Context: an optimization exercise on an open-source flow, tuned for small area. The choices shown serve that exercise and are no tape-out recipe.
Where RTL was checked, it was by simulation tests only, not by an equivalence proof against the original.
Power and IR drop assume default switching activity.

==> module mpar_line, before the edit <==
module mpar_line
(
    input  logic                             aclk,
    input  logic                             shift,
    input  logic [mpar_pkg::HALF_BITS-1:0]   half_m1,
    input  logic [mpar_pkg::LINE_BITS-1:0]   d,
    output logic [mpar_pkg::LINE_BITS-1:0]   q_old,
    output logic [mpar_pkg::LINE_BITS-1:0]   q_new
);
    localparam int LB = mpar_pkg::LINE_BITS;
    localparam int HB = mpar_pkg::HALF_BITS;
    logic [LB-1:0] stage [HB+1];
    assign stage[HB] = d;
    for (genvar k = HB - 1; k >= 0; k--) begin : g_seg
        logic [LB-1:0] seg_q;
        mpar_cell #(.LEN(2 << k)) u_seg (
            .aclk (aclk), .shift (shift), .d (stage[k+1]), .q (seg_q)
        );
        assign stage[k] = half_m1[k] ? seg_q : stage[k+1];
    end
    mpar_cell #(.LEN(1)) u_tail1 (
        .aclk (aclk), .shift (shift), .d (stage[0]), .q (q_new)
    );
    mpar_cell #(.LEN(1)) u_tail0 (
        .aclk (aclk), .shift (shift), .d (q_new), .q (q_old)
    );
endmodule
export LEC_CHECK = 0
export CAP_MARGIN = 20
export CORE_MARGIN = 2
export CORE_UTILIZATION = 65
export CTS_BUF_LIST = sky130_fd_sc_hd__clkbuf_8
export CTS_CLUSTER_DIAMETER = 50
export CTS_CLUSTER_SIZE = 20
export SLEW_MARGIN = 20
create_clock -name core_clock -period 10.0 [get_ports {aclk}]
standard.sh (not shown) runs the stock make flow with config.mk's settings and CLKGATE_MAP_FILE= SYNTH_SCRIPT=/design/flow/synth_recipe.tcl, a recipe that flattens the netlist after the stock synthesis.
==> flow/flow/run.sh <==
#!/bin/bash
# Standard ORFS layout, with clock tree and port buffering options passed through.
set -euo pipefail
export CTS_ARGS="-sink_clustering_enable -repair_clock_nets -dont_use_dummy_load -sink_clustering_size 20 -sink_clustering_max_diameter 50 -buf_list sky130_fd_sc_hd__clkbuf_8"
export BUFFER_PORTS_ARGS="-buffer_cell sky130_fd_sc_hd__buf_1"
bash standard.sh finish > standard.log 2>&1
Rerun with:
--- a/flow/design.v
+++ b/flow/design.v
@@ -51,12 +51,16 @@
             .aclk (aclk), .shift (shift), .d (stage[k+1]), .q (seg_q)
         );
-        assign stage[k] = half_m1[k] ? seg_q : stage[k+1];
-    end
+        assign stage[k] = ~(half_m1[k] ? seg_q : stage[k+1]);
+    end
+    localparam logic [LB-1:0] TAIL_INV = (HB % 2 == 1) ? '1 : '0;
+    logic [LB-1:0] tail1_q, tail0_q;
     mpar_cell #(.LEN(1)) u_tail1 (
-        .aclk (aclk), .shift (shift), .d (stage[0]), .q (q_new)
+        .aclk (aclk), .shift (shift), .d (stage[0]), .q (tail1_q)
     );
     mpar_cell #(.LEN(1)) u_tail0 (
-        .aclk (aclk), .shift (shift), .d (q_new), .q (q_old)
-    );
+        .aclk (aclk), .shift (shift), .d (tail1_q), .q (tail0_q)
+    );
+    assign q_new = tail1_q ^ TAIL_INV;
+    assign q_old = tail0_q ^ TAIL_INV;
 endmodule
 `timescale 1ns / 1ps
Critical path depth decreases by 1; wire length increases by 1.2%; sequential share of layout area decreases by 0.14 points; die area is about the same; design area barely changes; clock-buffer cell count increases by 2; via count stays flat; setup slack gets worse by 0.58 ns; non-clock buffer count decreases by 3; global-route usage increases by 0.23 points; power barely changes; final cell count stays flat; utilization stays flat.
Only the layout flow was run in the second run of this note; the RTL was not checked for function there.

---

max_pool_argmax_relu, a different RTL version from the one above (not shown whole).
For scale: roughly 3000 cells after synthesis, about 2400 flip-flops, roughly 60 I/O pins, roughly 0.076 sq mm of cells after synthesis.
==> module mpar_window, before the edit <==
module mpar_window
(
    input  logic signed [mpar_pkg::SAMPLE_BITS-1:0] a,
    input  logic signed [mpar_pkg::SAMPLE_BITS-1:0] b,
    output logic signed [mpar_pkg::SAMPLE_BITS-1:0] max_ab,
    output logic                                    a_wins,
    output logic                                    b_wins
);
    logic ge;
    assign ge     = a >= b;
    assign max_ab = ge ? a : b;
    assign a_wins = ge;
    assign b_wins = !ge || (a == b);
endmodule
clock: 10.0 ns
lec_check: 0
cap_margin: 20
core_margin: 2
core_utilization: 65
cts_buf_list: sky130_fd_sc_hd__clkbuf_8
cts_cluster_diameter: 50
cts_cluster_size: 20
slew_margin: 20
run.sh (not shown) runs the stock make flow with config.mk's settings and CLKGATE_MAP_FILE= SYNTH_SCRIPT=/design/flow/synth_recipe.tcl, a recipe that flattens the netlist after the stock synthesis.
Stock flow here: none of the scripts above is used.
The starting point went through all stages and came out clean.
Edit:
--- a/flow/design.v
+++ b/flow/design.v
@@ -63,11 +63,12 @@
     output logic                                    a_wins,
     output logic                                    b_wins
 );
-    logic ge;
-    assign ge     = a >= b;
-    assign max_ab = ge ? a : b;
-    assign a_wins = ge;
-    assign b_wins = !ge || (a == b);
+    logic lt, gt;
+    assign lt     = a < b;
+    assign gt     = a > b;
+    assign max_ab = lt ? b : a;
+    assign a_wins = !lt;
+    assign b_wins = !gt;
 endmodule
 `timescale 1ns / 1ps
 module max_pool_argmax_relu
Worst setup slack gains 0.19 ns.
Cell area rose by 0.40%.
Final cell count rises by 1.8%.
Non-clock buffer count grows by 4.
Routed wire length goes down by 0.92%.
Critical path depth does not change.
Clock power hardly moves.
Synthesized cell count climbs by 3.1%.
Power hardly moves.
Utilization increases by 0.18 points.
Area after synthesis came out higher by 0.38%.
Sequential power stays flat.
For the first run of this note, only the layout was checked, not whether the RTL still works.

## port drivers added, routing unchanged
No port has a modelled driver above. Below, the same layouts with a new extraction and two added sets of constraints. Step 1 (the two cells are an assumption about what drives the block):
set clk [get_ports {aclk}]
set_driving_cell -lib_cell sky130_fd_sc_hd__clkbuf_16 $clk
set_driving_cell -lib_cell sky130_fd_sc_hd__buf_2 [delete_from_list [all_inputs] $clk]
Step 2 adds t to the input delays and takes it off the output delays; t is the mean of the earliest and latest rising clock arrival at the registers after step 1. Input paths then give back, and output paths get back, about the clock's delay inside the block. Slacks: ideal ports / drivers / drivers and shift; pairs: ideal ports / drivers.
run	t (ns)	setup WS [ns]	worst register clock-pin slew, ns
the first run of note 1	0.847	3.702 / 3.626 / 2.779	0.11 / 0.11
the second run of note 1	0.857	3.126 / 3.165 / 2.308	0.12 / 0.12
the first run of note 2	0.913	2.428 / 2.469 / 1.556	0.12 / 0.12
the second run of note 2	0.959	2.622 / 2.587 / 1.628	0.12 / 0.12
After both steps setup and hold are still met in every run listed. The setup slack of the second run of note 2, which loses most, moves by -0.035 ns with the drivers and by -0.994 ns with both steps.
